Background: an optimization exercise with open tools, aiming at small area, a short achievable clock period and few clock cycles per item. Do not read the settings as production practice. RTL that was checked went through simulation tests only; none was proved equivalent to the original. For runs 2 to 5, only the layout was checked, not whether the RTL still works.

### flow/run.sh
#!/bin/bash
# The standard layout, with plain buf_1 cells as the input and output port
# buffers (every port still gets its own buffer). The make output goes to
# standard.log; ORFS's per-step logs stay under orfs/logs/.
set -euo pipefail
export BUFFER_PORTS_ARGS="-buffer_cell sky130_fd_sc_hd__buf_1"
bash standard.sh > standard.log 2>&1
### standard.sh
#!/bin/bash
# synth_recipe.tcl (not shown) runs the flow's synth.tcl, then flattens the netlist and writes it again
# the make line also repeats each setting of config.mk as NAME=value (left out here)
make -C /OpenROAD-flow-scripts/flow DESIGN_CONFIG=/design/flow/config.mk WORK_HOME=/design/flow/orfs CLKGATE_MAP_FILE= SYNTH_SCRIPT=/design/flow/synth_recipe.tcl "${@:-finish}"
### config.mk
export PLATFORM = sky130hd
export DESIGN_NAME = matmul_engine
export DESIGN_NICKNAME = matmul_engine
export VERILOG_FILES = /design/flow/design.v
export SDC_FILE = /design/flow/constraint.sdc
export NUM_CORES = 4
export LEC_CHECK = 0
export CAP_MARGIN = 20
export CORE_MARGIN = 2
export CORE_UTILIZATION = 40
export SETUP_SLACK_MARGIN = 2.0
export SLEW_MARGIN = 20
### constraint.sdc
create_clock -name core_clock -period 7.0 [get_ports {clk_i}]
set_input_delay 1.4000 -clock core_clock [delete_from_list [all_inputs] [get_ports {clk_i}]]
set_output_delay 1.4000 -clock core_clock [all_outputs]
set_load 0.01 [all_outputs]
### design.v
package matmul_pkg;
    localparam int DEF_DATA_WIDTH = 8;
    localparam int DEF_BUS_WIDTH  = 16;
    localparam int DEF_DIM        = 4;
endpackage
module pe_sat
#(
    parameter int DATA_WIDTH = 8,
    parameter int BUS_WIDTH  = 16
) (
    input  logic                  clk_i,
    input  logic                  clr_i,     
    input  logic                  load_i,    
    input  logic [BUS_WIDTH-1:0]  init_i,
    input  logic [3:0]            bo_one,    
    input  logic [3:0]            bo_two,
    input  logic [3:0]            bo_neg,
    input  logic [DATA_WIDTH-1:0] a_i,
    output logic [BUS_WIDTH-1:0]  acc_o,
    output logic                  flag_o
);
    logic [16:0] s_q, c_q, s_d, c_d;
    logic [16:0] sum;
    logic        overflow, flag_q, flag_d;
    logic [15:0] res, base;
    logic pp1, pp2, pp3, pp4, pp5, pp6, pp7, pp8, pp9, pp10, pp11, pp12, pp13, pp14, pp15, pp16, pp17, pp18, pp19, pp20, pp21, pp22, pp23, pp24, pp25, pp26, pp27, pp28, pp29, pp30, pp31, pp32, pp33, pp34, pp35, pp36, pp37, pp38, pp39, pp40, hs41, hc42, hs43, hc44, fs45, fc46, hs47, hc48, fs49, fc50, hs51, hc52, fs53, fc54, fs55, fc56, hs57, hc58, fs59, fc60, fs61, fc62, hs63, hc64, fs65, fc66, fs67, fc68, fs69, fc70, hs71, hc72, fs73, fc74, fs75, fc76, fs77, fc78, hs79, hc80, fs81, fc82, fs83, fc84, fs85, fc86, fs87, fc88, fs89, fc90, fs91, fc92, fs93, fc94, hs95, hc96, fs97, fc98, fs99, fc100, fs101, fc102, fs103, fc104, fs105, fc106, hs107, hc108, fs109, fc110, fs111, fc112, fs113, fc114, hs115, hc116, fs117, fc118;
    assign sum      = s_q + c_q;
    assign overflow = sum[16] != sum[15];
    assign res      = overflow ? {sum[16], {15{!sum[16]}}} : sum[15:0];
    assign acc_o    = res;
    assign flag_o   = flag_q || overflow;
    always_comb begin
        if (clr_i)       base = '0;
        else if (load_i) base = init_i;
        else             base = res;
    end
    assign flag_d = !(clr_i || load_i) && (flag_q || overflow);
    assign pp1 = ((bo_one[0] & a_i[0]) | (bo_two[0] & 1'b0)) ^ bo_neg[0];
    assign pp2 = ((bo_one[0] & a_i[1]) | (bo_two[0] & a_i[0])) ^ bo_neg[0];
    assign pp3 = ((bo_one[0] & a_i[2]) | (bo_two[0] & a_i[1])) ^ bo_neg[0];
    assign pp4 = ((bo_one[0] & a_i[3]) | (bo_two[0] & a_i[2])) ^ bo_neg[0];
    assign pp5 = ((bo_one[0] & a_i[4]) | (bo_two[0] & a_i[3])) ^ bo_neg[0];
    assign pp6 = ((bo_one[0] & a_i[5]) | (bo_two[0] & a_i[4])) ^ bo_neg[0];
    assign pp7 = ((bo_one[0] & a_i[6]) | (bo_two[0] & a_i[5])) ^ bo_neg[0];
    assign pp8 = ((bo_one[0] & a_i[7]) | (bo_two[0] & a_i[6])) ^ bo_neg[0];
    assign pp9 = ((bo_one[0] & a_i[7]) | (bo_two[0] & a_i[7])) ^ bo_neg[0];
    assign pp10 = ~pp9;
    assign pp11 = ((bo_one[1] & a_i[0]) | (bo_two[1] & 1'b0)) ^ bo_neg[1];
    assign pp12 = ((bo_one[1] & a_i[1]) | (bo_two[1] & a_i[0])) ^ bo_neg[1];
    assign pp13 = ((bo_one[1] & a_i[2]) | (bo_two[1] & a_i[1])) ^ bo_neg[1];
    assign pp14 = ((bo_one[1] & a_i[3]) | (bo_two[1] & a_i[2])) ^ bo_neg[1];
    assign pp15 = ((bo_one[1] & a_i[4]) | (bo_two[1] & a_i[3])) ^ bo_neg[1];
    assign pp16 = ((bo_one[1] & a_i[5]) | (bo_two[1] & a_i[4])) ^ bo_neg[1];
    assign pp17 = ((bo_one[1] & a_i[6]) | (bo_two[1] & a_i[5])) ^ bo_neg[1];
    assign pp18 = ((bo_one[1] & a_i[7]) | (bo_two[1] & a_i[6])) ^ bo_neg[1];
    assign pp19 = ((bo_one[1] & a_i[7]) | (bo_two[1] & a_i[7])) ^ bo_neg[1];
    assign pp20 = ~pp19;
    assign pp21 = ((bo_one[2] & a_i[0]) | (bo_two[2] & 1'b0)) ^ bo_neg[2];
    assign pp22 = ((bo_one[2] & a_i[1]) | (bo_two[2] & a_i[0])) ^ bo_neg[2];
    assign pp23 = ((bo_one[2] & a_i[2]) | (bo_two[2] & a_i[1])) ^ bo_neg[2];
    assign pp24 = ((bo_one[2] & a_i[3]) | (bo_two[2] & a_i[2])) ^ bo_neg[2];
    assign pp25 = ((bo_one[2] & a_i[4]) | (bo_two[2] & a_i[3])) ^ bo_neg[2];
    assign pp26 = ((bo_one[2] & a_i[5]) | (bo_two[2] & a_i[4])) ^ bo_neg[2];
    assign pp27 = ((bo_one[2] & a_i[6]) | (bo_two[2] & a_i[5])) ^ bo_neg[2];
    assign pp28 = ((bo_one[2] & a_i[7]) | (bo_two[2] & a_i[6])) ^ bo_neg[2];
    assign pp29 = ((bo_one[2] & a_i[7]) | (bo_two[2] & a_i[7])) ^ bo_neg[2];
    assign pp30 = ~pp29;
    assign pp31 = ((bo_one[3] & a_i[0]) | (bo_two[3] & 1'b0)) ^ bo_neg[3];
    assign pp32 = ((bo_one[3] & a_i[1]) | (bo_two[3] & a_i[0])) ^ bo_neg[3];
    assign pp33 = ((bo_one[3] & a_i[2]) | (bo_two[3] & a_i[1])) ^ bo_neg[3];
    assign pp34 = ((bo_one[3] & a_i[3]) | (bo_two[3] & a_i[2])) ^ bo_neg[3];
    assign pp35 = ((bo_one[3] & a_i[4]) | (bo_two[3] & a_i[3])) ^ bo_neg[3];
    assign pp36 = ((bo_one[3] & a_i[5]) | (bo_two[3] & a_i[4])) ^ bo_neg[3];
    assign pp37 = ((bo_one[3] & a_i[6]) | (bo_two[3] & a_i[5])) ^ bo_neg[3];
    assign pp38 = ((bo_one[3] & a_i[7]) | (bo_two[3] & a_i[6])) ^ bo_neg[3];
    assign pp39 = ((bo_one[3] & a_i[7]) | (bo_two[3] & a_i[7])) ^ bo_neg[3];
    assign pp40 = ~pp39;
    assign hs41 = bo_neg[0] ^ base[0];
    assign hc42 = bo_neg[0] & base[0];
    assign hs43 = base[1] ^ hc42;
    assign hc44 = base[1] & hc42;
    assign fs45 = bo_neg[1] ^ base[2] ^ pp3;
    assign fc46 = (bo_neg[1] & base[2]) | (bo_neg[1] & pp3) | (base[2] & pp3);
    assign hs47 = pp11 ^ hc44;
    assign hc48 = pp11 & hc44;
    assign fs49 = base[3] ^ pp4 ^ pp12;
    assign fc50 = (base[3] & pp4) | (base[3] & pp12) | (pp4 & pp12);
    assign hs51 = hc48 ^ fc46;
    assign hc52 = hc48 & fc46;
    assign fs53 = bo_neg[2] ^ base[4] ^ pp5;
    assign fc54 = (bo_neg[2] & base[4]) | (bo_neg[2] & pp5) | (base[4] & pp5);
    assign fs55 = pp13 ^ pp21 ^ fc50;
    assign fc56 = (pp13 & pp21) | (pp13 & fc50) | (pp21 & fc50);
    assign hs57 = fs53 ^ hc52;
    assign hc58 = fs53 & hc52;
    assign fs59 = base[5] ^ pp6 ^ pp14;
    assign fc60 = (base[5] & pp6) | (base[5] & pp14) | (pp6 & pp14);
    assign fs61 = pp22 ^ fc54 ^ fs59;
    assign fc62 = (pp22 & fc54) | (pp22 & fs59) | (fc54 & fs59);
    assign hs63 = fc56 ^ hc58;
    assign hc64 = fc56 & hc58;
    assign fs65 = bo_neg[3] ^ base[6] ^ pp7;
    assign fc66 = (bo_neg[3] & base[6]) | (bo_neg[3] & pp7) | (base[6] & pp7);
    assign fs67 = pp15 ^ pp23 ^ pp31;
    assign fc68 = (pp15 & pp23) | (pp15 & pp31) | (pp23 & pp31);
    assign fs69 = fc60 ^ fs65 ^ fs67;
    assign fc70 = (fc60 & fs65) | (fc60 & fs67) | (fs65 & fs67);
    assign hs71 = fc62 ^ fs69;
    assign hc72 = fc62 & fs69;
    assign fs73 = base[7] ^ pp8 ^ pp16;
    assign fc74 = (base[7] & pp8) | (base[7] & pp16) | (pp8 & pp16);
    assign fs75 = pp24 ^ pp32 ^ fc66;
    assign fc76 = (pp24 & pp32) | (pp24 & fc66) | (pp32 & fc66);
    assign fs77 = fc68 ^ fs73 ^ fc70;
    assign fc78 = (fc68 & fs73) | (fc68 & fc70) | (fs73 & fc70);
    assign hs79 = fs75 ^ hc72;
    assign hc80 = fs75 & hc72;
    assign fs81 = ~(base[8] ^ pp10);
    assign fc82 = base[8] | pp10;
    assign fs83 = pp17 ^ pp25 ^ pp33;
    assign fc84 = (pp17 & pp25) | (pp17 & pp33) | (pp25 & pp33);
    assign fs85 = fc74 ^ fs81 ^ fs83;
    assign fc86 = (fc74 & fs81) | (fc74 & fs83) | (fs81 & fs83);
    assign fs87 = fc76 ^ fs85 ^ fc78;
    assign fc88 = (fc76 & fs85) | (fc76 & fc78) | (fs85 & fc78);
    assign fs89 = ~(base[9] ^ pp18);
    assign fc90 = base[9] | pp18;
    assign fs91 = pp26 ^ pp34 ^ fc82;
    assign fc92 = (pp26 & pp34) | (pp26 & fc82) | (pp34 & fc82);
    assign fs93 = fc84 ^ fs89 ^ fc86;
    assign fc94 = (fc84 & fs89) | (fc84 & fc86) | (fs89 & fc86);
    assign hs95 = fs91 ^ fs93;
    assign hc96 = fs91 & fs93;
    assign fs97 = base[10] ^ pp20 ^ pp27;
    assign fc98 = (base[10] & pp20) | (base[10] & pp27) | (pp20 & pp27);
    assign fs99 = pp35 ^ fc90 ^ fs97;
    assign fc100 = (pp35 & fc90) | (pp35 & fs97) | (fc90 & fs97);
    assign fs101 = fc92 ^ fs99 ^ fc94;
    assign fc102 = (fc92 & fs99) | (fc92 & fc94) | (fs99 & fc94);
    assign fs103 = ~(base[11] ^ pp28);
    assign fc104 = base[11] | pp28;
    assign fs105 = pp36 ^ fc98 ^ fs103;
    assign fc106 = (pp36 & fc98) | (pp36 & fs103) | (fc98 & fs103);
    assign hs107 = fc100 ^ fs105;
    assign hc108 = fc100 & fs105;
    assign fs109 = base[12] ^ pp30 ^ pp37;
    assign fc110 = (base[12] & pp30) | (base[12] & pp37) | (pp30 & pp37);
    assign fs111 = fc104 ^ fs109 ^ fc106;
    assign fc112 = (fc104 & fs109) | (fc104 & fc106) | (fs109 & fc106);
    assign fs113 = ~(base[13] ^ pp38);
    assign fc114 = base[13] | pp38;
    assign hs115 = fc110 ^ fs113;
    assign hc116 = fc110 & fs113;
    assign fs117 = base[14] ^ pp40 ^ fc114;
    assign fc118 = (base[14] & pp40) | (base[14] & fc114) | (pp40 & fc114);
    assign s_d[0] = pp1;
    assign c_d[0] = hs41;
    assign s_d[1] = pp2;
    assign c_d[1] = hs43;
    assign s_d[2] = fs45;
    assign c_d[2] = hs47;
    assign s_d[3] = fs49;
    assign c_d[3] = hs51;
    assign s_d[4] = fs55;
    assign c_d[4] = hs57;
    assign s_d[5] = fs61;
    assign c_d[5] = hs63;
    assign s_d[6] = hc64;
    assign c_d[6] = hs71;
    assign s_d[7] = fs77;
    assign c_d[7] = hs79;
    assign s_d[8] = hc80;
    assign c_d[8] = fs87;
    assign s_d[9] = fc88;
    assign c_d[9] = hs95;
    assign s_d[10] = hc96;
    assign c_d[10] = fs101;
    assign s_d[11] = fc102;
    assign c_d[11] = hs107;
    assign s_d[12] = hc108;
    assign c_d[12] = fs111;
    assign s_d[13] = fc112;
    assign c_d[13] = hs115;
    assign s_d[14] = hc116;
    assign c_d[14] = fs117;
    assign s_d[15] = ~base[15];
    assign c_d[15] = fc118;
    assign s_d[16] = 1'b1;
    assign c_d[16] = 1'b0;
    always_ff @(posedge clk_i) begin
        s_q    <= s_d;
        c_q    <= c_d;
        flag_q <= flag_d;
    end
endmodule
module matmul_engine
#(
    parameter int DATA_WIDTH = matmul_pkg::DEF_DATA_WIDTH,
    parameter int BUS_WIDTH  = matmul_pkg::DEF_BUS_WIDTH,
    parameter int DIM        = matmul_pkg::DEF_DIM
) (
    input  logic                          clk_i,
    input  logic                          rst_i,
    input  logic                          start_i,
    input  logic                          mode_i,
    input  logic [DIM*DATA_WIDTH-1:0]     a_col_i,
    input  logic [DIM*DATA_WIDTH-1:0]     b_row_i,
    input  logic                          op_valid_i,
    output logic                          op_ready_o,
    input  logic [DIM*DIM*BUS_WIDTH-1:0]  c_i,
    output logic [DIM*DIM*BUS_WIDTH-1:0]  m_o,
    output logic [DIM*DIM-1:0]            flags_o,
    output logic                          busy_o,
    output logic                          done_o,
    output logic [$clog2(DIM+1)-1:0]      beat_cnt_o
);
    localparam int CW = $clog2(DIM + 1);
    logic          busy_q, done_q;
    logic [CW-1:0] beat_cnt_q;
    logic          start_ok, accept, last;
    assign start_ok = start_i && !busy_q && !rst_i;
    assign accept   = op_valid_i && busy_q && !rst_i;
    assign last     = (beat_cnt_q == CW'(DIM - 1));
    always_ff @(posedge clk_i) begin
        if (rst_i) begin
            busy_q     <= 1'b0;
            done_q     <= 1'b0;
            beat_cnt_q <= '0;
        end else begin
            done_q <= accept && last;
            if (start_ok) begin
                busy_q     <= 1'b1;
                beat_cnt_q <= '0;
            end else if (accept) begin
                beat_cnt_q <= beat_cnt_q + CW'(1);
                if (last) busy_q <= 1'b0;
            end
        end
    end
    assign op_ready_o = busy_q;
    assign busy_o     = busy_q;
    assign done_o     = done_q;
    assign beat_cnt_o = beat_cnt_q;
    logic [3:0] bo_one [DIM];
    logic [3:0] bo_two [DIM];
    logic [3:0] bo_neg [DIM];
    for (genvar j = 0; j < DIM; j++) begin : g_booth
        logic [DATA_WIDTH:0] bx;
        assign bx = {b_row_i[j*DATA_WIDTH +: DATA_WIDTH], 1'b0};
        for (genvar k = 0; k < 4; k++) begin : g_digit
            logic hi, mid, lo;
            assign lo  = bx[2*k];
            assign mid = bx[2*k+1];
            assign hi  = bx[2*k+2];
            assign bo_one[j][k] = accept && (mid ^ lo);
            assign bo_two[j][k] = accept && ((hi && !mid && !lo) || (!hi && mid && lo));
            assign bo_neg[j][k] = accept && hi;
        end
    end
    for (genvar i = 0; i < DIM; i++) begin : g_row
        for (genvar j = 0; j < DIM; j++) begin : g_col
            pe_sat #(
                .DATA_WIDTH (DATA_WIDTH),
                .BUS_WIDTH  (BUS_WIDTH)
            ) u_pe (
                .clk_i  (clk_i),
                .clr_i  (rst_i),
                .load_i (start_ok),
                .init_i (mode_i ? c_i[(i*DIM+j)*BUS_WIDTH +: BUS_WIDTH] : '0),
                .bo_one (bo_one[j]),
                .bo_two (bo_two[j]),
                .bo_neg (bo_neg[j]),
                .a_i    (a_col_i[i*DATA_WIDTH +: DATA_WIDTH]),
                .acc_o  (m_o[(i*DIM+j)*BUS_WIDTH +: BUS_WIDTH]),
                .flag_o (flags_o[i*DIM+j])
            );
        end
    end
endmodule
==> results of run 1 <==
[registers in the layout (all words and copies together) (netlist names)]
| name | flops |
|---|---|
| busy_q | 1 |
| done_q | 1 |
| beat_cnt_q | 3 |
| g_row.g_col.u_pe.flag_q | 16 |
| g_row.g_col.u_pe.s_q | 256 |
| g_row.g_col.u_pe.c_q | 256 |
[layout make-up]
type / count / area [um^2]
fillers: 12806 / 70100
multi-input cells: 4491 / 38700
flip-flops and latches: 533 / 10700
repair buffers: 769 / 3700
well taps: 1742 / 2180
clock buffers: 95 / 2040
inverters: 454 / 1700
clock inverters: 31 / 315
diodes: 13 / 32.5
[repair_timing]
item	4_1_cts	5_1_grt
setup endpoints to repair	170	231
gates resized for setup	62	82
buffers inserted	14	26
pin swaps	10	22
cloned	6	2
endpoints found under the hold margin	0	0
[worst min path at each step]
stage | from | endpoint | slack (ns) | depth (start not counted)
after floorplan | g_row[2].g_col[2].u_pe.flag_q | g_row[2].g_col[2].u_pe.flag_q | 0.43 | 2
after global placement | g_row[2].g_col[2].u_pe.flag_q | g_row[2].g_col[2].u_pe.flag_q | 0.44 | 2
after detailed placement | g_row[2].g_col[2].u_pe.flag_q | g_row[2].g_col[2].u_pe.flag_q | 0.45 | 2
after CTS | g_row[2].g_col[2].u_pe.flag_q | g_row[2].g_col[2].u_pe.flag_q | 0.46 | 2
after global routing | g_row[2].g_col[2].u_pe.flag_q | g_row[2].g_col[2].u_pe.flag_q | 0.49 | 2
final | g_row[2].g_col[2].u_pe.flag_q | g_row[2].g_col[2].u_pe.flag_q | 0.46 | 2
[layout by cell type (no fill, tap or decap), drive strengths merged, types with 25 or more instances in the layout]
master   synthesis  layout
a21o            79      79
inv            449     455
maj3            94      94
o21ai          260     260
o21bai          30      30
a31oi           31      31
a22o            40      40
nor2           411     412
a221oi          43      43
nand3           68      69
a211oi          28      28
fa             400     400
nand2          426     426
buf            127     727
ha             498     498
and2            29      29
o31ai           26      26
nand2b          86      86
and3            28      28
a22oi          416     416
xnor2          444     444
a21oi          349     350
nor3            49      49
clkbuf         317     137
dfxtp          533     533
a2bb2oi         50      50
o21a            41      41
nor2b           32      32
mux2i          114     115
a221o           25      25
xor2           182     184
[per-layer routing]
| metal | vias up | routed length (um) | track usage (%) |
|---|---|---|---|
| li1 | 21245 | - | - |
| met5 | - | 101 | 0 |
| met2 | 1794 | 85000 | 43.3 |
| met4 | 16 | 7930 | 10.8 |
| met1 | 22216 | 77000 | 34.1 |
| met3 | 336 | 12700 | 4.56 |
[cell families (layout without fill, tap and decap cells)]
logic type	Yosys count	in the layout	share of synthesized area [%]
xor+xnor	626	628	10.7
buf+inv	898	1349	6.86
other cells	0	13	0
simple gates	1196	1198	10.2
fa+ha+maj	992	992	29.1
flops	533	533	20.5
compound gates	1538	1541	20.2
mux	131	132	2.56
[worst min-delay path: stages (launching register included)]
cell and delay (ns):
dfxtp_1 0.29, inv_1 0.06, a21oi_1 0.05
[stage by stage]
| stage | cells | hold WS (ns) |
|---|---|---|
| 2_1_floorplan | 5914 | 0.431 |
| 4_1_cts | 8087 | 0.458 |
| 3_5_place_dp | 7941 | 0.448 |
| 3_3_place_gp | 7941 | 0.442 |
| 5_1_grt | 8122 | 0.488 |
| 6_report | 8128 | 0.456 |
==> out/results.txt, run 1 <==
Result of the run - timing/DRC/antenna clean
DRT iter0 DRCs - 3590
Arr. time, crit path - 5.49 ns
Initial core utilization - 40.3%
Number of buffers created by CTS - 71
FF-to-FF Start - g_row[3].g_col[1].u_pe.c_q[0]
Dpl hpwl - 139 mm
CTS H-tree depth - 3
Area after DPL - 55900 um^2
Most common cell in the netlist - dfxtp_1
Number of global-route vias before repair - 43.8k
Register bit count reported by yosys - 533
Global-route wire length before repair - 266 mm
Largest area contributor in the netlist - dfxtp_1
Mapped cell area - 52100 um^2
Fin. Hold Viols - 0
Routability congestion estimate - 0.925
CTS Buffer Depth - 3
CTS sink count - 533
Congestion Overflow GR - 0
Later-pin clock latency in the skew report - 0.67 ns
Distinct cell type count after synthesis - 97
CTS tree - built
CP Launch Type - input port
Drt wl/cell - 22.5 um
Setup TNS - 0 ns
Routed WL - 183 mm
CP Capture Type - flop
Hold_buf cts - 0
Seq/Total Area, Yosys - 20.5%
Slowest cell on crit path - nand2_2
Max cap viols - 0
Net Count, Synth - 7137
Levels on crit path - 10
Vias per inst - 5.61
Clock slew at reported path FFs - 0.06 ns
Worst Hold Class - reg -> reg
Die H - 365 um
Top cell type's share of synthesized area - 20.5%
CP required - 7.54 ns
Core area - 129000 um^2
Yosys Warn Count - 8
Number of antenna violations at the first check in global routing - 22
Dominant cells by area after synthesis - dfxtp_1 20%, fa_1 15%, ha_1 12%
CP Capture Point - g_row[1].g_col[2].u_pe.c_q[8]
Setup CP Type - in -> reg
Top Ports - 603
Buffers & Inverters on Critical Path - 3
Number of synthesized flops with an enable pin - 0
Post-place setup slack - 1.25 ns
Setup Skew - 0.0227 ns
Setup ws final - 2.05 ns
Main synth FF type - dfxtp_1
Asr flop ratio synth - 0%
CP cell instances - buf_1 > inv_1 > and3_4 > nand2_2 > mux2_2 > fa_1 > fa_1 > inv_1 > fa_1 > fa_1
Fmax - 202 MHz
R2r worst-path depth - 15
R2r endpoint - g_row[3].g_col[1].u_pe.c_q[8]
Syn_area_per_cell - 8.81 um^2
Fin crit period - 4.95 ns
Cells after synthesis - 5914
CP Launch Point - rst_i
Share of layout cells above drive strength 1 - 8.77%
Slew margin rel. - 15.2%
Synth top cells by count - 533 x dfxtp_1, 498 x ha_1, 445 x inv_1
Final Instance Area - 59400 um^2
Pins Over Slew Limit - 0
I/O Buffers - 602
Crit path top cell by count - fa_1
Vias - 45.6k
CP max FO - 30
Fin util - 45.8%
Reg-to-reg setup timing slack - 2.12 ns
Clk root buf - clkbuf_16
Max incr delay on CP - 0.69 ns
Largest net degree at the start of global routing - 78
Post-route DRC - 0
Iteration count of the initial detailed-routing pass - 6
# nets final - 7543
RSZ-0062 raised after global routing - true
Crit share post-route - 70.8%
Die width - 365 um
FP Rows - 132
Delay-heaviest family, CP - adder cells
Area delta synth->final - 13.9%
Worst-margin pin slew - 1.27 ns
GR Util All Layers - 26.3%
Post-route antenna net violation count - 0
DIE AREA - 133000 um^2
Final setup viols - 0
Testbench counts, summed over its fixed seeds: cycles 8,008, items 1,600.
==> inputs of run 2 (changes only) <==
--- a/design.v
+++ b/design.v
@@ -254,7 +254,7 @@
             assign hi  = bx[2*k+2];
             assign bo_one[j][k] = accept && (mid ^ lo);
             assign bo_two[j][k] = accept && ((hi && !mid && !lo) || (!hi && mid && lo));
-            assign bo_neg[j][k] = accept && hi;
+            assign bo_neg[j][k] = hi;
         end
     end
     for (genvar i = 0; i < DIM; i++) begin : g_row
==> run 2 against run 1 <==
Compared with the run above: still clean on timing, DRC and antenna; wire length grew 0.26%; utilization grew 0.85 points; non-clock buffer count grew 38; first-iteration DRC count grew 6.2%; register-to-register slack gained 0.06 ns; synthesized area shrank 0.75%; critical path type is now reg -> out; critical endpoint is now flags_o[9].
==> out/results.txt, run 2 <==
Number of antenna violations at the first check in global routing - 23 (+4.5%)
Mapped cell area - 51700 um^2 (-0.75%)
Asr flop ratio synth - 0% (unchanged)
Routed WL - 183 mm (+0.26%)
Synth top cells by count - 533 x dfxtp_1, 498 x ha_1, 448 x a22oi_1
Main synth FF type - dfxtp_1
# nets final - 7417 (-1.7%)
Slew margin rel. - 28.3% (+13 points)
Fmax - 201 MHz (-0.69%)
Number of synthesized flops with an enable pin - 0 (unchanged)
Seq/Total Area, Yosys - 20.6% (+0.16 points)
Pins Over Slew Limit - 0 (unchanged)
Hold slack - 0.475 ns (+0.0191 ns)
Fin crit period - 4.99 ns (+0.0345 ns)
DRT iter0 DRCs - 3812 (+6.2%)
Global-route wire length before repair - 271 mm (+1.9%)
Net Count, Synth - 6979 (-2.2%)
Most common cell after layout, fill and taps aside - buf_1
Clock slew at reported path FFs - 0.06 ns (about the same)
Routability congestion estimate - 0.913 (-1.3%)
Top cell type's share of synthesized area - 20.6% (+0.16 points)
Fin util - 46.7% (+0.85 points)
CTS tree - built
Result of the run - timing/DRC/antenna clean
Arr. time, crit path - 3.59 ns (-1.90 ns)
FP Rows - 131 (-0.76%)
Drt wl/cell - 22.9 um (+2.1%)
Setup CP Type - reg -> out
DIE AREA - 132000 um^2 (-0.75%)
Most common cell in the netlist - dfxtp_1
Vias - 45.3k (-0.66%)
Post-route DRC - 0 (unchanged)
Distinct cell type count after synthesis - 91 (-6.2%)
Die width - 364 um (-0.37%)
CP required - 5.60 ns (-1.94 ns)
Fin. Hold Viols - 0 (unchanged)
Share of layout cells above drive strength 1 - 10.7% (+2.0 points)
Buffers & Inverters on Critical Path - 3 (unchanged)
Iteration count of the initial detailed-routing pass - 7 (+1)
Yosys Warn Count - 8 (unchanged)
I/O Buffers - 602 (unchanged)
Core area - 128000 um^2 (-1.1%)
Delay-heaviest family, CP - simple AND/OR/NAND/NOR gates
Setup ws final - 2.01 ns (-0.0345 ns)
FF-to-FF Start - g_row[2].g_col[1].u_pe.s_q[0]
Cells after synthesis - 5756 (-2.7%)
Syn_area_per_cell - 8.99 um^2 (+2.0%)
Setup Skew - 0.0345 ns (+0.0118 ns)
Hold path start - g_row[3].g_col[0].u_pe.flag_q
Crit path top cell by count - buf_6
Post-route antenna net violation count - 0 (unchanged)
Number of buffers created by CTS - 70 (-1.4%)
Hold EP - g_row[3].g_col[0].u_pe.flag_q
CTS sink count - 533 (unchanged)
Commonest cells after routing, fill and taps aside - 529 x buf_1, 525 x dfxtp_1, 492 x ha_1
Max incr delay on CP - 0.47 ns (-0.22 ns)
Setup TNS - 0 ns (unchanged)
Hold_buf cts - 0 (unchanged)
Max cap viols - 0 (unchanged)
Initial core utilization - 40.4% (+0.16 points)
Worst Hold Class - reg -> reg
Register bit count reported by yosys - 533 (unchanged)
CP Capture Type - primary output
Clk root buf - clkbuf_16
Congestion Overflow GR - 0 (unchanged)
Largest area contributor in the netlist - dfxtp_1
Top Ports - 603 (unchanged)
CP Launch Type - flop
Dominant cells by area after synthesis - dfxtp_1 21%, fa_1 15%, ha_1 12%
Later-pin clock latency in the skew report - 0.67 ns (about the same)
Die H - 364 um (-0.37%)
Crit share post-route - 71.3% (+0.49 points)
CP cell instances - ha_4 > fa_2 > a211oi_2 > o21bai_1 > or4_4 > a211oi_4 > o31ai_2 > buf_6 > buf_4 > and2_4 > or3_4 > buf_6
RSZ-0062 raised after global routing - true
CTS Buffer Depth - 3 (unchanged)
R2r endpoint - g_row[2].g_col[1].u_pe.c_q[8]
GR Util All Layers - 26.8% (+0.50 points)
R2r worst-path depth - 19 (+4)
CP max FO - 4 (-87%)
Slowest cell on crit path - or4_4
Largest registers - g_row.g_col.u_pe.c_q: 256 flops, g_row.g_col.u_pe.s_q: 256 flops, g_row.g_col.u_pe.flag_q: 16 flops
Reg-to-reg setup timing slack - 2.18 ns (+0.06 ns)
Vias per inst - 5.67 (+1.1%)
Hold-critical path depth - 1 (-1)
Final setup viols - 0 (unchanged)
Worst-margin pin slew - 1.08 ns (-0.194 ns)
CTS H-tree depth - 3 (unchanged)
Largest net degree at the start of global routing - 77 (-1.3%)
Dpl hpwl - 141 mm (+1.3%)
Post-place setup slack - 1.37 ns (+0.119 ns)
Area delta synth->final - 15.5%
Number of global-route vias before repair - 44.5k (+1.5%)
run 2: layout make-up:
type / instances / area, um^2
Fill cell: 12396 / 68200
Antenna cell: 5 / 12.5
Multi-Input combinational cell: 4331 / 38700
Clock inverter: 42 / 485
Tap cell: 1729 / 2160
Inverter: 451 / 1690
Sequential cell: 533 / 10700
Timing Repair Buffer: 807 / 4100
Clock buffer: 87 / 1950
run 2: cell families (layout without fill, tap and decap cells):
logic type      after synthesis  count (layout)  synth area share [%]
flops                       533             533                  20.6
mux                         116             117                  2.31
fa+ha+maj                   983             983                  29.2
other cells                   0               5                     0
xor+xnor                    642             642                  10.9
compound gates             1709            1711                  22.6
simple gates                875             878                  7.70
buf+inv                     898            1387                  6.70
run 2: routing by layer:
metal	vias up	GRT usage, %	routed length [um]
li1	21087	-	-
met1	22106	36.3	79700
met2	1769	42.2	82000
met3	316	5.29	14200
met4	30	10.0	7130
met5	-	0	196
run 2: stage by stage:
step           cells  instance area [um^2]
6_report        7985                 59800
5_1_grt         7983                 59800
4_1_cts         7928                 58800
3_5_place_dp    7753                 55500
3_3_place_gp    7753                 55500
2_1_floorplan   5756                 51700
run 2: what timing repair did:
item,4_1_cts,5_1_grt
setup buffers,44,47
endpoints found under the setup margin,277,318
resized for setup,162,131
pin swaps,43,54
gates cloned,2,5
run 2: worst max-delay path by stage:
stage                                             start                        endpoint  slack [ns]  cells past startpoint
final                     g_row[2].g_col[1].u_pe.s_q[0]                      flags_o[9]        2.01                     12
after global routing      g_row[2].g_col[1].u_pe.s_q[0]                      flags_o[9]        1.91                     12
after CTS                 g_row[2].g_col[1].u_pe.s_q[0]                      flags_o[9]        1.88                     12
after detailed placement                          rst_i  g_row[1].g_col[1].u_pe.c_q[10]        1.37                     12
after global placement                            rst_i  g_row[1].g_col[1].u_pe.c_q[10]        1.46                     12
after floorplan                              op_valid_i  g_row[2].g_col[2].u_pe.c_q[10]        2.10                     15
==> inputs of run 3 (changes only) <==
--- a/design.v
+++ b/design.v
@@ -23,7 +23,7 @@
     logic [16:0] sum;
     logic        overflow, flag_q, flag_d;
     logic [15:0] res, base;
-    logic pp1, pp2, pp3, pp4, pp5, pp6, pp7, pp8, pp9, pp10, pp11, pp12, pp13, pp14, pp15, pp16, pp17, pp18, pp19, pp20, pp21, pp22, pp23, pp24, pp25, pp26, pp27, pp28, pp29, pp30, pp31, pp32, pp33, pp34, pp35, pp36, pp37, pp38, pp39, pp40, hs41, hc42, hs43, hc44, fs45, fc46, hs47, hc48, fs49, fc50, hs51, hc52, fs53, fc54, fs55, fc56, hs57, hc58, fs59, fc60, fs61, fc62, hs63, hc64, fs65, fc66, fs67, fc68, fs69, fc70, hs71, hc72, fs73, fc74, fs75, fc76, fs77, fc78, hs79, hc80, fs81, fc82, fs83, fc84, fs85, fc86, fs87, fc88, fs89, fc90, fs91, fc92, fs93, fc94, hs95, hc96, fs97, fc98, fs99, fc100, fs101, fc102, fs103, fc104, fs105, fc106, hs107, hc108, fs109, fc110, fs111, fc112, fs113, fc114, hs115, hc116, fs117, fc118;
+    logic pp1, pp2, pp3, pp4, pp5, pp6, pp7, pp8, pp9, pp10, pp11, pp12, pp13, pp14, pp15, pp16, pp17, pp18, pp19, pp20, pp21, pp22, pp23, pp24, pp25, pp26, pp27, pp28, pp29, pp30, pp31, pp32, pp33, pp34, pp35, pp36, pp37, pp38, pp39, pp40, fs41, fc42, fs43, fc44, fs45, fc46, fs47, fc48, fs49, fc50, fs51, fc52, fs53, fc54, fs55, fc56, hs57, hc58, fs59, fc60, fs61, fc62, fs63, fc64, fs65, fc66, fs67, fc68, fs69, fc70, fs71, fc72, fs73, fc74, fs75, fc76, fs77, fc78, hs79, hc80, fs81, fc82, fs83, fc84, fs85, fc86, fs87, fc88, fs89, fc90, fs91, fc92, fs93, fc94, hs95, hc96, fs97, fc98, fs99, fc100, fs101, fc102, fs103, fc104, fs105, fc106, hs107, hc108, fs109, fc110, fs111, fc112, fs113, fc114, fs115, fc116, fs117, fc118;
     assign sum      = s_q + c_q;
     assign overflow = sum[16] != sum[15];
     assign res      = overflow ? {sum[16], {15{!sum[16]}}} : sum[15:0];
@@ -75,46 +75,46 @@
     assign pp38 = ((bo_one[3] & a_i[7]) | (bo_two[3] & a_i[6])) ^ bo_neg[3];
     assign pp39 = ((bo_one[3] & a_i[7]) | (bo_two[3] & a_i[7])) ^ bo_neg[3];
     assign pp40 = ~pp39;
-    assign hs41 = bo_neg[0] ^ base[0];
-    assign hc42 = bo_neg[0] & base[0];
-    assign hs43 = base[1] ^ hc42;
-    assign hc44 = base[1] & hc42;
+    assign fs41 = bo_neg[0] ^ base[0] ^ pp1;
+    assign fc42 = (bo_neg[0] & base[0]) | (bo_neg[0] & pp1) | (base[0] & pp1);
+    assign fs43 = base[1] ^ pp2 ^ fc42;
+    assign fc44 = (base[1] & pp2) | (base[1] & fc42) | (pp2 & fc42);
     assign fs45 = bo_neg[1] ^ base[2] ^ pp3;
     assign fc46 = (bo_neg[1] & base[2]) | (bo_neg[1] & pp3) | (base[2] & pp3);
-    assign hs47 = pp11 ^ hc44;
-    assign hc48 = pp11 & hc44;
+    assign fs47 = pp11 ^ fs45 ^ fc44;
+    assign fc48 = (pp11 & fs45) | (pp11 & fc44) | (fs45 & fc44);
     assign fs49 = base[3] ^ pp4 ^ pp12;
     assign fc50 = (base[3] & pp4) | (base[3] & pp12) | (pp4 & pp12);
-    assign hs51 = hc48 ^ fc46;
-    assign hc52 = hc48 & fc46;
+    assign fs51 = fc46 ^ fs49 ^ fc48;
+    assign fc52 = (fc46 & fs49) | (fc46 & fc48) | (fs49 & fc48);
     assign fs53 = bo_neg[2] ^ base[4] ^ pp5;
     assign fc54 = (bo_neg[2] & base[4]) | (bo_neg[2] & pp5) | (base[4] & pp5);
     assign fs55 = pp13 ^ pp21 ^ fc50;
     assign fc56 = (pp13 & pp21) | (pp13 & fc50) | (pp21 & fc50);
-    assign hs57 = fs53 ^ hc52;
-    assign hc58 = fs53 & hc52;
+    assign hs57 = fs53 ^ fs55;
+    assign hc58 = fs53 & fs55;
     assign fs59 = base[5] ^ pp6 ^ pp14;
     assign fc60 = (base[5] & pp6) | (base[5] & pp14) | (pp6 & pp14);
     assign fs61 = pp22 ^ fc54 ^ fs59;
     assign fc62 = (pp22 & fc54) | (pp22 & fs59) | (fc54 & fs59);
-    assign hs63 = fc56 ^ hc58;
-    assign hc64 = fc56 & hc58;
+    assign fs63 = fc56 ^ fs61 ^ hc58;
+    assign fc64 = (fc56 & fs61) | (fc56 & hc58) | (fs61 & hc58);
     assign fs65 = bo_neg[3] ^ base[6] ^ pp7;
     assign fc66 = (bo_neg[3] & base[6]) | (bo_neg[3] & pp7) | (base[6] & pp7);
     assign fs67 = pp15 ^ pp23 ^ pp31;
     assign fc68 = (pp15 & pp23) | (pp15 & pp31) | (pp23 & pp31);
     assign fs69 = fc60 ^ fs65 ^ fs67;
     assign fc70 = (fc60 & fs65) | (fc60 & fs67) | (fs65 & fs67);
-    assign hs71 = fc62 ^ fs69;
-    assign hc72 = fc62 & fs69;
+    assign fs71 = fc62 ^ fs69 ^ fc64;
+    assign fc72 = (fc62 & fs69) | (fc62 & fc64) | (fs69 & fc64);
     assign fs73 = base[7] ^ pp8 ^ pp16;
     assign fc74 = (base[7] & pp8) | (base[7] & pp16) | (pp8 & pp16);
     assign fs75 = pp24 ^ pp32 ^ fc66;
     assign fc76 = (pp24 & pp32) | (pp24 & fc66) | (pp32 & fc66);
     assign fs77 = fc68 ^ fs73 ^ fc70;
     assign fc78 = (fc68 & fs73) | (fc68 & fc70) | (fs73 & fc70);
-    assign hs79 = fs75 ^ hc72;
-    assign hc80 = fs75 & hc72;
+    assign hs79 = fs75 ^ fs77;
+    assign hc80 = fs75 & fs77;
     assign fs81 = ~(base[8] ^ pp10);
     assign fc82 = base[8] | pp10;
     assign fs83 = pp17 ^ pp25 ^ pp33;
@@ -149,25 +149,25 @@
     assign fc112 = (fc104 & fs109) | (fc104 & fc106) | (fs109 & fc106);
     assign fs113 = ~(base[13] ^ pp38);
     assign fc114 = base[13] | pp38;
-    assign hs115 = fc110 ^ fs113;
-    assign hc116 = fc110 & fs113;
+    assign fs115 = fc110 ^ fs113 ^ fc112;
+    assign fc116 = (fc110 & fs113) | (fc110 & fc112) | (fs113 & fc112);
     assign fs117 = base[14] ^ pp40 ^ fc114;
     assign fc118 = (base[14] & pp40) | (base[14] & fc114) | (pp40 & fc114);
-    assign s_d[0] = pp1;
-    assign c_d[0] = hs41;
-    assign s_d[1] = pp2;
-    assign c_d[1] = hs43;
-    assign s_d[2] = fs45;
-    assign c_d[2] = hs47;
-    assign s_d[3] = fs49;
-    assign c_d[3] = hs51;
-    assign s_d[4] = fs55;
+    assign s_d[0] = fs41;
+    assign c_d[0] = 1'b0;
+    assign s_d[1] = fs43;
+    assign c_d[1] = 1'b0;
+    assign s_d[2] = fs47;
+    assign c_d[2] = 1'b0;
+    assign s_d[3] = fs51;
+    assign c_d[3] = 1'b0;
+    assign s_d[4] = fc52;
     assign c_d[4] = hs57;
-    assign s_d[5] = fs61;
-    assign c_d[5] = hs63;
-    assign s_d[6] = hc64;
-    assign c_d[6] = hs71;
-    assign s_d[7] = fs77;
+    assign s_d[5] = fs63;
+    assign c_d[5] = 1'b0;
+    assign s_d[6] = fs71;
+    assign c_d[6] = 1'b0;
+    assign s_d[7] = fc72;
     assign c_d[7] = hs79;
     assign s_d[8] = hc80;
     assign c_d[8] = fs87;
@@ -179,9 +179,9 @@
     assign c_d[11] = hs107;
     assign s_d[12] = hc108;
     assign c_d[12] = fs111;
-    assign s_d[13] = fc112;
-    assign c_d[13] = hs115;
-    assign s_d[14] = hc116;
+    assign s_d[13] = fs115;
+    assign c_d[13] = 1'b0;
+    assign s_d[14] = fc116;
     assign c_d[14] = fs117;
     assign s_d[15] = ~base[15];
     assign c_d[15] = fc118;
==> run 3 against run 2 <==
Compared with the run above: wire length fell by 4.7%; non-clock buffer count is 48 lower; utilization decreased by 1.1 points; register-to-register slack got worse by 0.05 ns; sequential share of layout area down 2.0 points; flip-flop and latch count shrank 112.
==> out/results.txt, run 3 <==
Global-route wire length before repair - 256 mm (-5.6%)
Final Non-Filler Cells - 7325 (-8.3%)
I/O Buffers - 602 (unchanged)
Clock slew at reported path FFs - 0.06 ns (about the same)
CP Launch Type - input port
# nets final - 6851 (-7.6%)
Cells after DPL - 7184 (-7.3%)
Main synth FF type - dfxtp_1
Number of global-route vias before repair - 42.0k (-5.5%)
Largest net degree at the start of global routing - 61 (-21%)
Slew margin rel. - 26.6% (-1.7 points)
Die H - 346 um (-4.8%)
Initial core utilization - 40.3% (-0.094 points)
Seq/Total Area, Yosys - 18.0% (-2.6 points)
CTS Buffer Depth - 3 (unchanged)
Result of the run - timing/DRC/antenna clean
Post-route DRC - 0 (unchanged)
Largest registers - g_row.g_col.u_pe.s_q: 256 flops, g_row.g_col.u_pe.c_q: 144 flops, g_row.g_col.u_pe.flag_q: 16 flops
CP max FO - 54 (+50)
Fin. Hold Viols - 0 (unchanged)
Share of layout cells above drive strength 1 - 8.38% (-2.4 points)
Post-place setup slack - 1.21 ns (-0.156 ns)
Cells after synthesis - 5372 (-6.7%)
GR Util All Layers - 27.9% (+1.1 points)
Setup CP Type - in -> reg
Mapped cell area - 46800 um^2 (-9.6%)
Adder-cell area share of the yosys netlist - 28.6% (-0.60 points)
Crit share post-route - 70.7% (-0.54 points)
Register bit count reported by yosys - 421 (-21%)
Top Ports - 603 (unchanged)
CP Capture Type - flop
Setup ws final - 2.05 ns (+0.0378 ns)
Max reg flops - 256
Congestion Overflow GR - 0 (unchanged)
Setup Skew - 0.0219 ns (-0.0126 ns)
Core area - 116000 um^2 (-9.3%)
Synth top cells by count - 601 x inv_1, 480 x fa_1, 455 x a22oi_1
Distinct cell type count after synthesis - 99 (+8.8%)
Pins Over Slew Limit - 0 (unchanged)
Max cap viols - 0 (unchanged)
DIE AREA - 120000 um^2 (-9.5%)
Fill cell count - 11.5k (-7.4%)
Top cell type's share of synthesized area - 20.5% (-0.088 points)
Worst-margin pin slew - 1.10 ns (+0.0248 ns)
Dominant cells by area after synthesis - fa_1 21%, dfxtp_1 18%, xnor2_1 8.3%
DRT iter0 DRCs - 3391 (-11%)
Drt wl/cell - 23.8 um (+3.9%)
Asr flop ratio synth - 0% (unchanged)
Final setup viols - 0 (unchanged)
Arr. time, crit path - 5.48 ns (+1.89 ns)
Post-synthesis compound-gate area fraction - 22.3% (-0.29 points)
Commonest cells after routing, fill and taps aside - 601 x inv_1, 551 x buf_1, 480 x fa_1
Largest family of logic cells by synthesized area - adder cells
Net Count, Synth - 6467 (-7.3%)
Syn_area_per_cell - 8.71 um^2 (-3.1%)
Most common cell after layout, fill and taps aside - inv_1
CTS H-tree depth - 2 (-1)
RSZ-0062 raised after global routing - true
Routability congestion estimate - 0.924 (+1.2%)
Worst Hold Class - reg -> reg
Hold_buf cts - 0 (unchanged)
Fin crit period - 4.95 ns (-0.0378 ns)
Clk root buf - clkbuf_16
Xor/xnor cell area share of the yosys netlist - 10.5% (-0.33 points)
Vias per inst - 5.71 (+0.55%)
CTS sink count - 421 (-21%)
Routed WL - 175 mm (-4.7%)
Mux contribution to synthesized area - 2.64% (+0.34 points)
Dpl hpwl - 130 mm (-7.5%)
Yosys Warn Count - 8 (unchanged)
Simple-gate share of the synthesized area - 9.11% (+1.4 points)
Later-pin clock latency in the skew report - 0.66 ns (about the same)
CP required - 7.53 ns (+1.93 ns)
Number of synthesized flops with an enable pin - 0 (unchanged)
FP Rows - 125 (-4.6%)
Reg with most FFs - g_row.g_col.u_pe.s_q
CTS tree - built
Number of buffers created by CTS - 56 (-20%)
Die width - 346 um (-4.8%)
Iteration count of the initial detailed-routing pass - 8 (+1)
Setup TNS - 0 ns (unchanged)
Number of antenna violations at the first check in global routing - 17 (-26%)
Area delta synth->final - 13.2%
Largest area contributor in the netlist - fa_1
Vias - 41.8k (-7.8%)
Fmax - 202 MHz (+0.76%)
Most common cell in the netlist - inv_1
Post-route antenna net violation count - 0 (unchanged)
## run 3: critical path, stage by stage
cell and delay, ns:
clkbuf_2 0.13, buf_4 0.39, nor3b_4 0.12, nor2_4 0.40, buf_12 0.29, nand2_1 0.24
o21ai_1 0.42, fa_1 0.26, inv_1 0.06, fa_1 0.46, inv_1 0.07, ha_1 0.13
inv_1 0.05, fa_1 0.41, inv_1 0.09, fa_1 0.38
## run 3: path summary, 6_finish.rpt
path | from | to | slack [ns] | cells past startpoint
setup reg to reg | g_row[2].g_col[2].u_pe.c_q[7] | g_row[2].g_col[2].u_pe.s_q[6] | 2.13 | 17
hold reg to reg | g_row[0].g_col[1].u_pe.flag_q | g_row[0].g_col[1].u_pe.flag_q | 0.51 | 2
setup / recovery | rst_i | g_row[2].g_col[0].u_pe.s_q[6] | 2.05 | 16
hold / removal | g_row[0].g_col[1].u_pe.flag_q | g_row[0].g_col[1].u_pe.flag_q | 0.51 | 2
## run 3: timing repair
| action | 4_1_cts | 5_1_grt |
|---|---|---|
| resized for setup | 13 | 46 |
| pin swaps | 3 | 13 |
| setup endpoints to repair | 35 | 152 |
| gates cloned | 3 | 6 |
| buffers inserted | 10 | 19 |
## run 3: metal layers
layer	vias to the layer above	global-route usage [%]	routed length, um
met1	20563	33.4	67700
met3	431	5.70	13200
met4	28	13.0	8950
met2	1726	48.0	84500
li1	19045	-	-
met5	-	0	182
## run 3: layout make-up
| class | instances | area (um^2) | share of cell area [%] |
|---|---|---|---|
| clock buffers | 75 | 1600 | 3.01 |
| well taps | 1524 | 1910 | 3.60 |
| inverters | 610 | 2290 | 4.32 |
| diodes | 2 | 5.00 | 0.00945 |
| flip-flops and latches | 421 | 8430 | 15.9 |
| repair buffers | 759 | 3610 | 6.82 |
| multi-input cells | 3908 | 34800 | 65.6 |
| clock inverters | 26 | 367 | 0.692 |
## run 3: metrics by stage
stage                     util [%]  hold WS, ns  cell area, um^2
after detailed placement      43.4        0.503            50400
final                         45.6        0.514            53000
after global placement        43.4        0.493            50400
after floorplan                  -        0.480            46800
after global routing          45.6        0.545            52900
after CTS                     45.3        0.518            52500
## run 3: kinds of logic (layout without fill, tap and decap cells)
kind of cell / after synthesis / count (layout)
and+or+nand+nor: 957 / 964
muxes: 119 / 119
adders and majority gates: 783 / 783
xor gates and xnor gates: 563 / 563
other: 0 / 2
AOI/OAI and AO/OA: 1477 / 1479
DFF: 421 / 421
buffers and inverters: 1052 / 1470
==> inputs of run 4 (changes only) <==
--- a/config.mk
+++ b/config.mk
@@ -7,6 +7,7 @@
 export LEC_CHECK = 0
 export CAP_MARGIN = 20
 export CORE_MARGIN = 2
-export CORE_UTILIZATION = 40
+export CORE_UTILIZATION = 55
+export PLACE_DENSITY = 0.7
 export SETUP_SLACK_MARGIN = 2.0
 export SLEW_MARGIN = 20
==> run 4 against run 3 <==
Compared with the run above: still clean on timing, DRC and antenna; maximum frequency down 0.91%; hold slack improved by 0.0055 ns; highest routed layer unchanged.
==> out/results.txt, run 4 <==
Result of the run - timing/DRC/antenna clean
Hold-critical path depth - 2 (unchanged)
Die H - 296 um (-15%)
Hold_buf cts - 0 (unchanged)
Most common cell after layout, fill and taps aside - inv_1
Max reg flops - 256 (unchanged)
DRT iter0 DRCs - 3710 (+9.4%)
Max cap viols - 0 (unchanged)
Fin. Hold Viols - 0 (unchanged)
Seq/Total Area, Yosys - 18.0% (unchanged)
Buffers & Inverters on Critical Path - 3 (-4)
Pins Over Slew Limit - 0 (unchanged)
Dominant cells by area after synthesis - fa_1 21%, dfxtp_1 18%, xnor2_1 8.3%
Drt wl/cell - 23.3 um (-2.1%)
Crit path top cell by count - fa_1
Top Ports - 603 (unchanged)
Core area - 84000 um^2 (-28%)
CP Launch Type - input port
Global-route wire length before repair - 242 mm (-5.5%)
Worst-margin pin slew - 1.21 ns (+0.109 ns)
Main synth FF type - dfxtp_1
Setup TNS - 0 ns (unchanged)
CP Launch Point - rst_i
I/O Buffers - 602 (unchanged)
Cells after synthesis - 5372 (unchanged)
Distinct cell type count after synthesis - 99 (unchanged)
Clock slew at reported path FFs - 0.06 ns (about the same)
CP Capture Type - flop
Die width - 296 um (-15%)
Yosys Warn Count - 8 (unchanged)
Largest registers - g_row.g_col.u_pe.s_q: 256 flops, g_row.g_col.u_pe.c_q: 144 flops, g_row.g_col.u_pe.flag_q: 16 flops
Routed WL - 161 mm (-7.6%)
CP required - 7.49 ns (-0.04 ns)
Largest net degree at the start of global routing - 70 (+15%)
Reg with most FFs - g_row.g_col.u_pe.s_q
Clk root buf - clkbuf_16
Mapped cell area - 46800 um^2 (unchanged)
Post-route antenna net violation count - 0 (unchanged)
DIE AREA - 87400 um^2 (-27%)
Fmax - 200 MHz (-0.91%)
Slowest cell on crit path - and3_4
Hold EP - beat_cnt_q[2]
Post-route DRC - 0 (unchanged)
Number of global-route vias before repair - 41.9k (-0.29%)
Congestion Overflow GR - 0 (unchanged)
Crit share post-route - 71.4% (+0.65 points)
Arr. time, crit path - 5.49 ns (about the same)
CTS sink count - 421 (unchanged)
Routability congestion estimate - 0.959 (+3.7%)
Number of synthesized flops with an enable pin - 0 (unchanged)
FF-to-FF Start - g_row[3].g_col[0].u_pe.c_q[4]
Fin crit period - 5.00 ns (+0.0455 ns)
Area delta synth->final - 11.5%
Reg-to-reg setup timing slack - 2.12 ns (about the same)
Net Count, Synth - 6467 (unchanged)
Top cell type's share of synthesized area - 20.5% (unchanged)
Synth top cells by count - 601 x inv_1, 480 x fa_1, 455 x a22oi_1
Max incr delay on CP - 0.80 ns (+0.34 ns)
R2r worst-path depth - 18 (+1)
CTS tree - built
Dpl hpwl - 121 mm (-6.7%)
FP Rows - 106 (-15%)
Asr flop ratio synth - 0% (unchanged)
Area after DPL - 49900 um^2 (-1.1%)
Setup CP Type - in -> reg
Register bit count reported by yosys - 421 (unchanged)
Final Instance Area - 52200 um^2 (-1.5%)
Later-pin clock latency in the skew report - 0.63 ns (-0.03 ns)
Number of antenna violations at the first check in global routing - 10 (-7)
Vias - 42.1k (+0.73%)
Share of layout cells above drive strength 1 - 7.80% (-0.58 points)
CP max FO - 69 (+28%)
Syn_area_per_cell - 8.71 um^2 (unchanged)
Delay-heaviest family, CP - adder cells
CTS H-tree depth - 2 (unchanged)
GR Util All Layers - 36.0% (+8.0 points)
Hold path start - beat_cnt_q[2]
Initial core utilization - 55.7% (+15 points)
Slew margin rel. - 19.4% (-7.3 points)
Vias per inst - 6.08 (+6.6%)
Final setup viols - 0 (unchanged)
CTS Buffer Depth - 3 (unchanged)
CP cell instances - clkbuf_2 > inv_1 > and3_4 > nand2_1 > mux2i_1 > a22oi_1 > fa_1 > fa_1 > fa_1 > inv_1 > fa_1
Commonest cells after routing, fill and taps aside - 601 x inv_1, 563 x buf_1, 480 x fa_1
Iteration count of the initial detailed-routing pass - 6 (-2)
Number of buffers created by CTS - 53 (-5.4%)
Worst Hold Class - reg -> reg
Setup Skew - 0.0159 ns (-0.00598 ns)
# nets final - 6832 (-0.28%)
R2r endpoint - g_row[3].g_col[0].u_pe.s_q[6]
Fin util - 62.1% (+17 points)
RSZ-0062 raised after global routing - true
Most common cell in the netlist - inv_1
Largest area contributor in the netlist - fa_1
[run 4: cell counts after synthesis]
Identical to the previous run, type by type.
[run 4: layer usage]
| metal | share of wire, % | track usage (%) | up-vias |
|---|---|---|---|
| li1 | - | - | 19028 |
| met1 | 38 | 44.2 | 20558 |
| met2 | 47 | 59.5 | 2008 |
| met3 | 8.5 | 6.48 | 487 |
| met4 | 6.3 | 20.5 | 16 |
| met5 | 0.057 | 0 | - |
[run 4: worst max-delay path by stage]
stage	end	slack, ns	cells past startpoint
floorplan	g_row[2].g_col[2].u_pe.s_q[6]	2.02	17
global placement	g_row[3].g_col[1].u_pe.s_q[6]	1.43	11
global route	g_row[1].g_col[1].u_pe.s_q[6]	1.87	15
finish	g_row[3].g_col[2].u_pe.s_q[6]	2.00	11
CTS	g_row[3].g_col[0].u_pe.s_q[6]	1.87	18
detailed placement	g_row[3].g_col[1].u_pe.s_q[6]	1.42	11
[run 4: worst reg2reg max path: stages (launching register included)]
cell,delay [ns]
dfxtp_1,0.30
ha_1,0.22
ha_1,0.24
a311oi_2,0.33
nor3_1,0.15
o31ai_2,0.37
nor2_1,0.11
o31a_4,0.39
and2_2,0.32
a221o_1,0.34
fa_1,0.37
inv_1,0.08
fa_1,0.38
inv_1,0.07
ha_1,0.15
inv_1,0.06
fa_1,0.40
inv_1,0.09
fa_1,0.39
[run 4: kinds of logic after synthesis]
family	share of synthesized area, %
buffers and inverters	8.78
AO/OA/AOI/OAI	22.3
flip-flops	18.0
XOR/XNOR	10.5
AND/OR/NAND/NOR	9.11
multiplexers	2.64
adder cells (fa/ha/maj)	28.6
[run 4: cell type report]
type | instances | area [um^2]
Multi-Input combinational cell | 3904 | 34700
Sequential cell | 421 | 8430
Fill cell | 7461 | 31800
Clock inverter | 24 | 300
Inverter | 610 | 2290
Clock buffer | 74 | 1560
Antenna cell | 5 | 12.5
Timing Repair Buffer | 747 | 3480
Tap cell | 1134 | 1420
[run 4: per-stage QoR]
step                      hold WS, ns  cells  worst slack (ns)
final                           0.519   6919              2.00
after global routing            0.554   6914              1.87
after CTS                       0.512   6898              1.87
after floorplan                 0.480   5372              2.02
after global placement          0.490   6795              1.43
after detailed placement        0.498   6795              1.42
[run 4: what timing repair did]
| action | CTS | global route |
|---|---|---|
| cloned | 0 | 5 |
| gates resized for setup | 12 | 46 |
| setup buffers | 5 | 11 |
| pin swaps | 1 | 7 |
| endpoints found under the hold margin | 0 | 0 |
| setup endpoints to repair | 35 | 146 |
==> inputs of run 5 (changes only) <==
--- a/config.mk
+++ b/config.mk
@@ -7,7 +7,6 @@
 export LEC_CHECK = 0
 export CAP_MARGIN = 20
 export CORE_MARGIN = 2
-export CORE_UTILIZATION = 55
-export PLACE_DENSITY = 0.7
-export SETUP_SLACK_MARGIN = 2.0
+export CORE_UTILIZATION = 40
+export SETUP_SLACK_MARGIN = 2.3
 export SLEW_MARGIN = 20
==> run 5 against run 4 <==
Compared with the run above: still clean; global-route usage down 7.2 points; critical path depth up 3; wire length up 12%; cell count up 7.6%; critical path type unchanged.
==> out/results.txt, run 5 <==
Number of global-route vias before repair - 42.0k (+0.21%)
Final setup viols - 0 (unchanged)
DIE AREA - 120000 um^2 (+37%)
Post-route DRC - 0 (unchanged)
Slew margin rel. - 25.7% (+6.4 points)
Core area - 116000 um^2 (+38%)
RSZ-0062 raised after global routing - true
Slowest cell on crit path - buf_4
CP cell instances - buf_1 > nor2b_4 > buf_4 > a21oi_1 > nor3_1 > fa_1 > inv_1 > fa_1 > inv_1 > ha_1 > inv_1 > fa_1 > inv_1 > fa_1
Multi-input combinational cell area - 35900 um^2 (+3.5%)
Clk root buf - clkbuf_16
Hold path start - g_row[0].g_col[1].u_pe.flag_q
Seq/Total Area, Yosys - 18.0% (unchanged)
Global-route wire length before repair - 262 mm (+8.3%)
Commonest cells after routing, fill and taps aside - 596 x inv_1, 538 x buf_1, 479 x fa_1
Fin crit period - 4.68 ns (-0.313 ns)
Main synth FF type - dfxtp_1
Initial core utilization - 40.3% (-15 points)
Area delta synth->final - 17.6%
Final Non-Filler Cells - 7446 (+7.6%)
Distinct cell type count after synthesis - 99 (unchanged)
Most common cell in the netlist - inv_1
CTS tree - built
Number of synthesized flops with an enable pin - 0 (unchanged)
# nets final - 6966 (+2.0%)
Max incr delay on CP - 0.57 ns (-0.23 ns)
FP Rows - 125 (+18%)
FF-to-FF Start - g_row[2].g_col[1].u_pe.c_q[10]
R2r endpoint - g_row[2].g_col[1].u_pe.s_q[6]
Result of the run - timing/DRC/antenna clean
Register bit count reported by yosys - 421 (unchanged)
Worst Hold Class - reg -> reg
Fill cell count - 11.4k (+52%)
CTS H-tree depth - 2 (unchanged)
Top cell type's share of synthesized area - 20.5% (unchanged)
Arr. time, crit path - 5.22 ns (-0.27 ns)
CP Capture Type - flop
Routability congestion estimate - 0.906 (-5.4%)
Synth top cells by count - 601 x inv_1, 480 x fa_1, 455 x a22oi_1
I/O Buffers - 602 (unchanged)
Most common cell after layout, fill and taps aside - inv_1
CTS Buffer Depth - 3 (unchanged)
CP required - 7.54 ns (+0.05 ns)
Reg with most FFs - g_row.g_col.u_pe.s_q
Iteration count of the initial detailed-routing pass - 6 (unchanged)
Sequential Area - 8430 um^2 (about the same)
Largest registers - g_row.g_col.u_pe.s_q: 256 flops, g_row.g_col.u_pe.c_q: 144 flops, g_row.g_col.u_pe.flag_q: 16 flops
Hold-critical path depth - 2 (unchanged)
Top Ports - 603 (unchanged)
Cells after synthesis - 5372 (unchanged)
Hold_buf cts - 0 (unchanged)
Post-route antenna net violation count - 0 (unchanged)
Syn_area_per_cell - 8.71 um^2 (unchanged)
Fin util - 47.4% (-15 points)
Vias per inst - 5.73 (-5.8%)
Drt wl/cell - 24.2 um (+3.9%)
Later-pin clock latency in the skew report - 0.66 ns (+0.03 ns)
Die width - 346 um (+17%)
Number of buffers created by CTS - 55 (+3.8%)
Net Count, Synth - 6467 (unchanged)
Mapped cell area - 46800 um^2 (unchanged)
Setup CP Type - in -> reg
Hold slack - 0.516 ns (-0.00337 ns)
CTS sink count - 421 (unchanged)
Clock slew at reported path FFs - 0.06 ns (about the same)
Pins Over Slew Limit - 0 (unchanged)
Routed WL - 180 mm (+12%)
Number of antenna violations at the first check in global routing - 21 (+11)
Die H - 346 um (+17%)
Setup Skew - 0.0187 ns (+0.00275 ns)
Reg-to-reg setup timing slack - 2.40 ns (+0.28 ns)
Max cap viols - 0 (unchanged)
Yosys Warn Count - 8 (unchanged)
Max reg flops - 256 (unchanged)
Dpl hpwl - 131 mm (+7.6%)
Crit share post-route - 66.9% (-4.5 points)
Fmax - 214 MHz (+6.7%)
Cells after DPL - 7188 (+5.8%)
Hold EP - g_row[0].g_col[1].u_pe.flag_q
CP max FO - 38 (-45%)
DRT iter0 DRCs - 3566 (-3.9%)
Congestion Overflow GR - 0 (unchanged)
Worst-margin pin slew - 1.11 ns (-0.0956 ns)
Setup TNS - 0 ns (unchanged)
CP Launch Type - input port
Largest area contributor in the netlist - fa_1
Asr flop ratio synth - 0% (unchanged)
Dominant cells by area after synthesis - fa_1 21%, dfxtp_1 18%, xnor2_1 8.3%
Largest net degree at the start of global routing - 66 (-5.7%)
R2r worst-path depth - 17 (-1)
GR Util All Layers - 28.8% (-7.2 points)
Share of layout cells above drive strength 1 - 12.6% (+4.8 points)
Fin. Hold Viols - 0 (unchanged)
Vias - 42.7k (+1.4%)
[run 5: cell counts after synthesis]
No cell type changed its count.
[run 5: what timing repair did]
item                                    in CTS  in global routing
resized for setup                          107                188
gates cloned                                15                 13
pin swaps                                   37                 72
endpoints found under the hold margin        0                  0
endpoints found under the setup margin     375                347
setup buffers                               63                 59
[run 5: how the worst max path moves through the flow]
| stage | startpoint | end | cells after the start |
|---|---|---|---|
| final | mode_i | g_row[0].g_col[3].u_pe.s_q[6] | 14 |
| after global routing | g_row[2].g_col[1].u_pe.c_q[10] | g_row[2].g_col[1].u_pe.s_q[6] | 17 |
| after CTS | g_row[3].g_col[0].u_pe.c_q[4] | g_row[3].g_col[0].u_pe.s_q[6] | 18 |
| after detailed placement | rst_i | g_row[1].g_col[1].u_pe.s_q[6] | 16 |
| after global placement | rst_i | g_row[0].g_col[1].u_pe.s_q[6] | 16 |
| after floorplan | rst_i | g_row[1].g_col[2].u_pe.c_q[8] | 16 |
[run 5: stage by stage]
step                instance area, um^2  setup slack (ns)
detailed placement                50400              1.01
global placement                  50400              1.07
global route                      55000              2.21
floorplan                         47000              2.25
finish                            55000              2.32
CTS                               53500              2.27
[run 5: logic make-up after synthesis]
kind of cell	after synthesis	share of synthesized area (%)
adder cells (fa/ha/maj)	783	28.6
flip-flops	421	18.0
AO/OA/AOI/OAI	1477	22.3
buffers and inverters	1052	8.78
AND/OR/NAND/NOR	957	9.11
multiplexers	119	2.64
XOR/XNOR	563	10.5
[run 5: final cells by class]
type / instances / area share, %
clock inverters: 29 / 0.675
well taps: 1524 / 3.46
inverters: 610 / 4.18
diodes: 5 / 0.0227
clock buffers: 74 / 2.90
flip-flops and latches: 421 / 15.3
multi-input cells: 3924 / 65.2
repair buffers: 859 / 8.25
[run 5: per-layer routing]
metal | routed length [um] | track usage (%) | vias to the layer above
met4 | 9710 | 13.8 | 34
met3 | 14000 | 5.64 | 455
met2 | 86500 | 48.5 | 1847
li1 | - | - | 19316
met5 | 239 | 0 | -
met1 | 70000 | 35.2 | 21045
[run 5: worst max-delay path, delay by kind of cell]
family,cells,cell delay (ns)
adder cells (fa/ha/maj),5,1.67
AO/OA/AOI/OAI,1,0.19
buffers and inverters,6,1.31
AND/OR/NAND/NOR,2,0.60

static timing again, ports no longer ideal:
The results above use ideal ports. As a check the final layouts listed here were re-extracted and re-timed, cells and wires unchanged.
Step 1 sets driving cells, clkbuf_16 on the clock port and buf_2 on the other inputs (assumed; they add their load-dependent delay and slew).
Step 2 also shifts input and output timing later by t, the mid clock arrival at the registers, as if the neighbouring blocks saw the same clock.
Slacks: ideal ports / drivers / drivers and shift; pairs: ideal ports / drivers.
| run | t (ns) | slack for setup (ns) | worst hold slack (ns) | latest minus earliest clock arrival (ns) | slew at the worst register clock pin (ns) |
|---|---|---|---|---|---|
| run 1 | 0.733 | 2.047 / 2.036 / 1.365 | 0.456 / 0.456 / 0.456 | 0.024 / 0.024 | 0.06 / 0.06 |
| run 2 | 0.723 | 2.012 / 1.938 / 1.472 | 0.475 / 0.475 / 0.475 | 0.047 / 0.046 | 0.07 / 0.07 |
| run 3 | 0.724 | 2.050 / 2.019 / 1.295 | 0.514 / 0.514 / 0.514 | 0.025 / 0.024 | 0.07 / 0.07 |
| run 4 | 0.687 | 2.005 / 1.975 / 1.288 | 0.519 / 0.519 / 0.519 | 0.022 / 0.022 | 0.07 / 0.07 |
| run 5 | 0.726 | 2.318 / 2.259 / 1.636 | 0.516 / 0.516 / 0.516 | 0.025 / 0.025 | 0.07 / 0.07 |
After both steps setup and hold are still met in every run listed. The setup slack of run 3, which loses most, moves by -0.031 ns with the drivers and by -0.755 ns with both steps.
